Source: an optimization exercise on an open RTL-to-GDS flow (aim: small area, a short achievable clock period and few clock cycles per item). Production flows keep margins and buffers that such runs may drop. Only simulation tests tie the RTL to the original design; equivalence was not proved. Power figures rest on the tool's default switching activity, not on a simulated workload.

## greedy_word_wrap_stream
module greedy_word_wrap_stream #(
  parameter int DEPTH = 60,
  parameter int QD    = 4
) (
  input  logic       clk,
  input  logic       rst,
  input  logic       cfg_write,
  input  logic [5:0] cfg_data,
  input  logic       push,
  output logic       full,
  input  logic [7:0] byte_value,
  input  logic       end_of_text,
  output logic       empty,
  input  logic       pop,
  output logic [7:0] out_byte,
  output logic       last_of_run,
  output logic       text_done,
  output logic       overlong_flag
);
  localparam int AW = $clog2(DEPTH);
  logic [5:0] wreg;
  logic       cfg_d;
  logic [5:0] cfg_w;
  assign cfg_w = (cfg_data == 6'd63) ? 6'd62 : cfg_data;
  always_ff @(posedge clk) begin
    if (rst) begin
      wreg  <= 6'd62;
      cfg_d <= 1'b0;
    end else begin
      cfg_d <= cfg_write;
      if (cfg_write) wreg <= cfg_w;
    end
  end
  logic       v0, v1;
  logic [7:0] b0, b1;
  logic       e0, e1;
  logic       k0, k1;    
  logic       n0, n1;    
  logic       proc;
  logic       accept;
  logic       free0;
  logic       in_blank, in_nl;
  assign full     = v1;
  assign accept   = push && !v1;
  assign free0    = !v0 || proc;
  assign in_blank = (byte_value == 8'd32) || ((byte_value >= 8'd9) && (byte_value <= 8'd13));
  assign in_nl    = (byte_value == 8'd10);
  always_ff @(posedge clk) begin
    if (rst) begin
      v0 <= 1'b0;
      v1 <= 1'b0;
    end else begin
      if (free0) v0 <= v1 || accept;
      v1 <= (v1 || accept) && !free0;
    end
  end
  always_ff @(posedge clk) begin
    if (free0) begin
      b0 <= v1 ? b1 : byte_value;
      e0 <= v1 ? e1 : end_of_text;
      k0 <= v1 ? k1 : in_blank;
      n0 <= v1 ? n1 : in_nl;
    end
    if (!v1) begin
      b1 <= byte_value;
      e1 <= end_of_text;
      k1 <= in_blank;
      n1 <= in_nl;
    end
  end
  logic [5:0] word_len;    
  logic [5:0] wleft;       
  logic       wz;          
  logic [7:0] slack;
  logic       lnz;
  logic       in_word;
  logic       streaming;
  logic       prev_nl;
  logic       para;
  logic       blank, is_nl, wbyte;
  logic       p_nl, p_sp;
  logic       placing, pstart, hold, trig;
  logic [7:0] w_m1;
  assign blank   = !e0 && k0;
  assign is_nl   = n0;
  assign wbyte   = !e0 && !k0;
  assign w_m1    = {2'b00, wreg} - 8'd1;
  assign p_nl    = lnz && slack[7];
  assign p_sp    = lnz && !slack[7];
  ...
For scale: roughly 1800 cells after synthesis, ~700 flip-flops, roughly 33 I/O pins.
clock: 6.0 ns
lec_check: 0
cap_margin: 20
core_margin: 2
core_utilization: 40
cts_buf_list: sky130_fd_sc_hd__clkbuf_16
cts_cluster_diameter: 100
cts_cluster_size: 25
setup_slack_margin: 3.5
slew_margin: 20
run.sh (not shown) runs the stock make flow with config.mk's settings and CLKGATE_MAP_FILE= SYNTH_SCRIPT=/design/flow/synth_recipe.tcl, a recipe that flattens the netlist after the stock synthesis.
The starting point completed with no timing, DRC or antenna violations.
Testbench counts at the start, summed over its fixed seeds: cycles 25,442, items 23,625.
Change:
--- a/flow/design.v
+++ b/flow/design.v
@@ -1,20 +1,20 @@
 `timescale 1ns / 1ps
 package wwr_pkg;
   localparam logic [7:0] CH_NL = 8'd10;
   localparam logic [7:0] CH_SP = 8'd32;
 endpackage
 `timescale 1ns / 1ps
 import wwr_pkg::*;
 module greedy_word_wrap_stream #(
-  parameter int DEPTH = 60,
+  parameter int DEPTH = 61,
   parameter int QD    = 4
 ) (
   input  logic       clk,
   input  logic       rst,
   input  logic       cfg_write,
   input  logic [5:0] cfg_data,
   input  logic       push,
   output logic       full,
   input  logic [7:0] byte_value,
   input  logic       end_of_text,
   output logic       empty,
@@ -135,34 +135,28 @@
         if (!pstart && lnz) c_nl = 2'd1;
         c_len = word_len + 6'd1;
       end
     end
   end
   assign c_strm = wbyte && trig;
   localparam int PW = $clog2(QD);
   logic [PW:0]   q_wp, q_rp;
   logic [QD-1:0] q_occ;    
   logic          cv_r;
   logic          q_room, f_room;
-  assign q_room = !q_occ[QD-1] && !(cv_r && q_occ[QD-2]);
+  assign q_room = !q_occ[QD-1];
   logic          t_q;
   logic          s_inc_r;
   logic          s_z;
-  logic          t_sent, t_early, c_new;
-  assign c_new   = c_valid && !t_sent;
-  assign proc    = v0 && (!c_new || q_room) && (!wbyte || f_room)
-                 && (!c_strm || t_sent || (!t_q && s_z && !s_inc_r));
-  assign t_early = v0 && c_strm && !t_sent && !f_room && q_room
-                 && !t_q && s_z && !s_inc_r;
-  logic          q_new;    
-  assign q_new   = (proc && c_new) || t_early;
+  assign proc   = v0 && (!c_valid || q_room) && (!wbyte || f_room)
+                && (!c_strm || (!t_q && s_z && !s_inc_r));
   always_ff @(posedge clk) begin
     if (rst) begin
       word_len  <= 6'd0;
       wleft     <= 6'd62;
       wz        <= 1'b0;
       slack     <= 8'd61;
       lnz       <= 1'b0;
       in_word   <= 1'b0;
       streaming <= 1'b0;
       prev_nl   <= 1'b0;
       para      <= 1'b0;
@@ -292,31 +286,28 @@
   logic          q_push, q_pop;
   logic [1:0]    c_pre;
   assign q_push = cv_r;
   assign q_head = cq[q_rp[PW-1:0]];
   assign c_pre  = c_sp ? 2'd1 : (c_nl == 2'd2) ? 2'd3 : (c_nl == 2'd1) ? 2'd2 : 2'd0;
   always_ff @(posedge clk) begin
     cmd_r <= {c_pre, c_len, c_done, c_strm};
     if (rst) begin
       cv_r <= 1'b0;
       q_wp <= '0;
       q_occ <= '0;
-      t_sent <= 1'b0;
       q_rp <= '0;
     end else begin
-      cv_r <= q_new;
+      cv_r <= proc && c_valid;
       if (q_push) q_wp <= q_wp + 1'b1;
-      if (q_push && !q_pop) q_occ <= {q_occ[QD-2:0], 1'b1};
-      else if (q_pop && !q_push) q_occ <= {1'b0, q_occ[QD-1:1]};
-      if (t_early) t_sent <= 1'b1;
-      else if (proc) t_sent <= 1'b0;
+      if (proc && c_valid && !q_pop) q_occ <= {q_occ[QD-2:0], 1'b1};
+      else if (q_pop && !(proc && c_valid)) q_occ <= {1'b0, q_occ[QD-1:1]};
       if (q_pop)  q_rp <= q_rp + 1'b1;
     end
   end
   always_ff @(posedge clk) begin
     if (q_push) cq[q_wp[PW-1:0]] <= cmd_r;
   end
   logic [1:0] r_pre;
   logic       r_psp;
   logic [5:0] r_len;
   logic       r_l1;
   logic       r_done;
@@ -431,23 +422,23 @@
         s_c0  <= 1'b0;
         s_c1  <= s_c0;
         s_c2  <= s_c1;
         s_c3  <= s_c2 || s_c3;
       end else if (s_dec_r && !s_inc) begin
         s_cnt <= s_cnt - 1'b1;
         s_c0  <= s_c1;
         s_c1  <= s_c2;
         s_c2  <= (s_cnt == (AW+1)'(3));
         s_c3  <= (s_cnt > (AW+1)'(3));
       end
-      if ((proc && c_strm && !t_sent) || t_early) begin
+      if (proc && c_strm) begin
         t_q <= 1'b1;
       end else if (q_pop && q_head[0]) begin
         t_q <= 1'b0;
       end
     end
   end
   always_ff @(posedge clk) begin
     if (rst) begin
       r_ovl <= 1'b0;
     end else if (q_pop && q_head[0]) begin
       r_ovl <= 1'b1;
Result: Routed wire length decreases by 0.79%; total power falls by 2.4%; global-route usage is about the same; combinational power shrinks by 9.5%; worst setup slack gets worse by 52 ps; count of clock-buffer cells in the layout is lower by 1; non-clock buffer count grows by 1; maximum frequency falls by 2.1%; flip-flop and latch count goes up by 7; cell count drops by 0.46%; critical path depth rose by 8; clock power stays flat; clock skew drops by 6.6 ps; via count drops by 1.1%.
Testbench counts after the change, summed over its fixed seeds: cycles 25,442, items 23,625.

* * *

Another version of the RTL of greedy_word_wrap_stream (not shown whole).
For scale: roughly 1,800 cells after synthesis, roughly 710 flip-flops, roughly 33 I/O pins.
Settings: LEC_CHECK=0, CAP_MARGIN=20, CORE_MARGIN=2, CORE_UTILIZATION=40, CTS_BUF_LIST=sky130_fd_sc_hd__clkbuf_16, CTS_CLUSTER_DIAMETER=100, CTS_CLUSTER_SIZE=20, SETUP_SLACK_MARGIN=3.5, SLEW_MARGIN=20; clock period 6.0 ns.
The first run finished clean.
Testbench counts at the start, summed over its fixed seeds: cycles 25,442, items 23,625.
==> next run, changes <==
--- a/flow/design.v
+++ b/flow/design.v
@@ -215,46 +215,39 @@
   end
   logic [7:0]    mem [0:DEPTH-1];
   logic [AW-1:0] wp, rp;
   logic          ww, rw;
   logic          we;
   logic          f_ne;
   logic          fetch;
   logic          consume;
   logic [1:0]    pc;
   logic [7:0]    rdat;
   assign we     = proc && wbyte;
-  logic          f_full, f_af;
-  logic [AW-1:0] wp_p1;
-  assign wp_p1  = (wp == AW'(DEPTH - 1)) ? '0 : wp + 1'b1;
-  assign f_af   = (wp_p1 == rp) && ((wp == AW'(DEPTH - 1)) ? (ww == rw) : (ww != rw));
-  assign f_room = !f_full;
+  assign f_room = !((wp == rp) && (ww != rw));
   assign f_ne   = !((wp == rp) && (ww == rw));
   logic          rd_v;
   logic [7:0]    rd_r;
   assign fetch  = f_ne && ((pc == 2'd0) || (pc == 2'd1 && !rd_v) || consume);
   assign rdat   = mem[rp];
   always_ff @(posedge clk) begin
     if (f_room) mem[wp] <= b0;
   end
   always_ff @(posedge clk) begin
     if (rst) begin
       wp <= '0;
       rp <= '0;
       ww <= 1'b0;
       rw <= 1'b0;
-      f_full <= 1'b0;
       pc <= 2'd0;
     end else begin
-      if (we && !fetch) f_full <= f_af;
-      else if (fetch && !we) f_full <= 1'b0;
       if (we) begin
         if (wp == AW'(DEPTH - 1)) begin
           wp <= '0;
           ww <= !ww;
         end else begin
           wp <= wp + 1'b1;
         end
       end
       if (fetch) begin
         if (rp == AW'(DEPTH - 1)) begin
           rp <= '0;
@@ -319,24 +312,26 @@
   logic       r_l1;
   logic       r_done;
   logic       r_strm;
   logic       r_ovl;
   logic       k_pr, k_by, k_dn, k_last;
   logic       act, e_st, emit, last, pend, pf_ok, o_ready;
   logic [7:0] e_byte;
   logic       s_inc, s_dec;
   logic [AW:0] s_cnt;
   logic       s_dec_r;
   logic       s_c1, s_c2, s_c3, s_one, s_two;
-  logic       s_c0;
-  assign s_z   = s_c0 || (s_c1 && s_dec_r);
+  assign s_c1  = (s_cnt == (AW+1)'(1));
+  assign s_c2  = (s_cnt == (AW+1)'(2));
+  assign s_c3  = (s_cnt > (AW+1)'(2));
+  assign s_z   = (s_cnt == '0) || (s_c1 && s_dec_r);
   assign s_one = (s_c1 && !s_dec_r) || (s_c2 && s_dec_r);
   assign s_two = s_c3 || (s_c2 && !s_dec_r);
   assign pf_ok = (pc != 2'd0);
   assign act   = k_pr || k_by || k_dn;
   assign e_st  = !act && r_strm && !t_q && !s_z;
   assign emit  = o_ready && (k_pr || k_dn || ((k_by || e_st) && pf_ok));
   assign consume = emit && (k_by || e_st);
   assign last  = k_last || e_st;
   assign s_inc = s_inc_r;
   assign s_dec = emit && e_st;
   assign pend  = (act && !(emit && k_last))
@@ -407,44 +402,29 @@
       if (k_dn) begin
         r_done <= 1'b0;
         k_dn   <= 1'b0;
         k_last <= 1'b0;
       end
     end
   end
   always_ff @(posedge clk) begin
     if (rst) begin
       s_cnt   <= '0;
       s_dec_r <= 1'b0;
-      s_c0    <= 1'b1;
-      s_c1    <= 1'b0;
-      s_c2    <= 1'b0;
-      s_c3    <= 1'b0;
       t_q     <= 1'b0;
       s_inc_r <= 1'b0;
     end else begin
       s_inc_r <= proc && wbyte && streaming;
       s_dec_r <= s_dec;
-      if (s_inc && !s_dec_r) begin
-        s_cnt <= s_cnt + 1'b1;
-        s_c0  <= 1'b0;
-        s_c1  <= s_c0;
-        s_c2  <= s_c1;
-        s_c3  <= s_c2 || s_c3;
-      end else if (s_dec_r && !s_inc) begin
-        s_cnt <= s_cnt - 1'b1;
-        s_c0  <= s_c1;
-        s_c1  <= s_c2;
-        s_c2  <= (s_cnt == (AW+1)'(3));
-        s_c3  <= (s_cnt > (AW+1)'(3));
-      end
+      if (s_inc && !s_dec_r) s_cnt <= s_cnt + 1'b1;
+      else if (s_dec_r && !s_inc) s_cnt <= s_cnt - 1'b1;
       if (proc && c_strm) begin
         t_q <= 1'b1;
       end else if (q_pop && q_head[0]) begin
         t_q <= 1'b0;
       end
     end
   end
   always_ff @(posedge clk) begin
     if (rst) begin
       r_ovl <= 1'b0;
     end else if (q_pop && q_head[0]) begin
Effect:
- total power drops slightly
- final cell count drops by a few percent
- worst setup slack gets worse by 49 ps
- final area barely changes
- clock-buffer cell count drops by 1
- via count drops by a few percent
- area after synthesis drops slightly
- combinational power is about the same
- utilization climbs by 0.77 points
- hold slack gets worse by 19 ps
- sequential share of layout area drops by 0.43 points
Testbench counts after the change, summed over its fixed seeds: cycles 25,442, items 23,625.

-- static timing again, ports no longer ideal --
The results above use ideal ports. As a check the final layouts listed here were re-extracted and re-timed, cells and wires unchanged. Step 1 sets driving cells, clkbuf_16 on the clock port and buf_2 on the other inputs (assumed; they add their load-dependent delay and slew). Step 2 adds t to the input delays and takes it off the output delays; t is the mean of the earliest and latest rising clock arrival at the registers after step 1. Input paths then give back, and output paths get back, about the clock's delay inside the block. Three values: ideal, step 1, step 2; two values: the first two.
| run | t (ns) | setup WS [ns] | hold WS [ns] | worst setup path after step 2 | worst data-port slew with drivers (ns) |
|---|---|---|---|---|---|
| the first run of note 1 | 0.635 | 3.568 / 3.505 / 3.189 | 0.453 / 0.453 / 0.453 | input to register | 0.04 |
| the second run of note 1 | 0.647 | 3.516 / 3.515 / 3.145 | 0.458 / 0.458 / 0.458 | input to register | 0.03 |
| the first run of note 2 | 0.665 | 3.419 / 3.419 / 3.124 | 0.449 / 0.449 / 0.449 | input to register | 0.04 |
| the second run of note 2 | 0.645 | 3.370 / 3.370 / 3.111 | 0.430 / 0.430 / 0.430 | input to register | 0.03 |
After both steps every run listed still meets setup and hold. The setup slack of the first run of note 1, which loses most, moves by -0.063 ns with the drivers and by -0.379 ns with both steps.
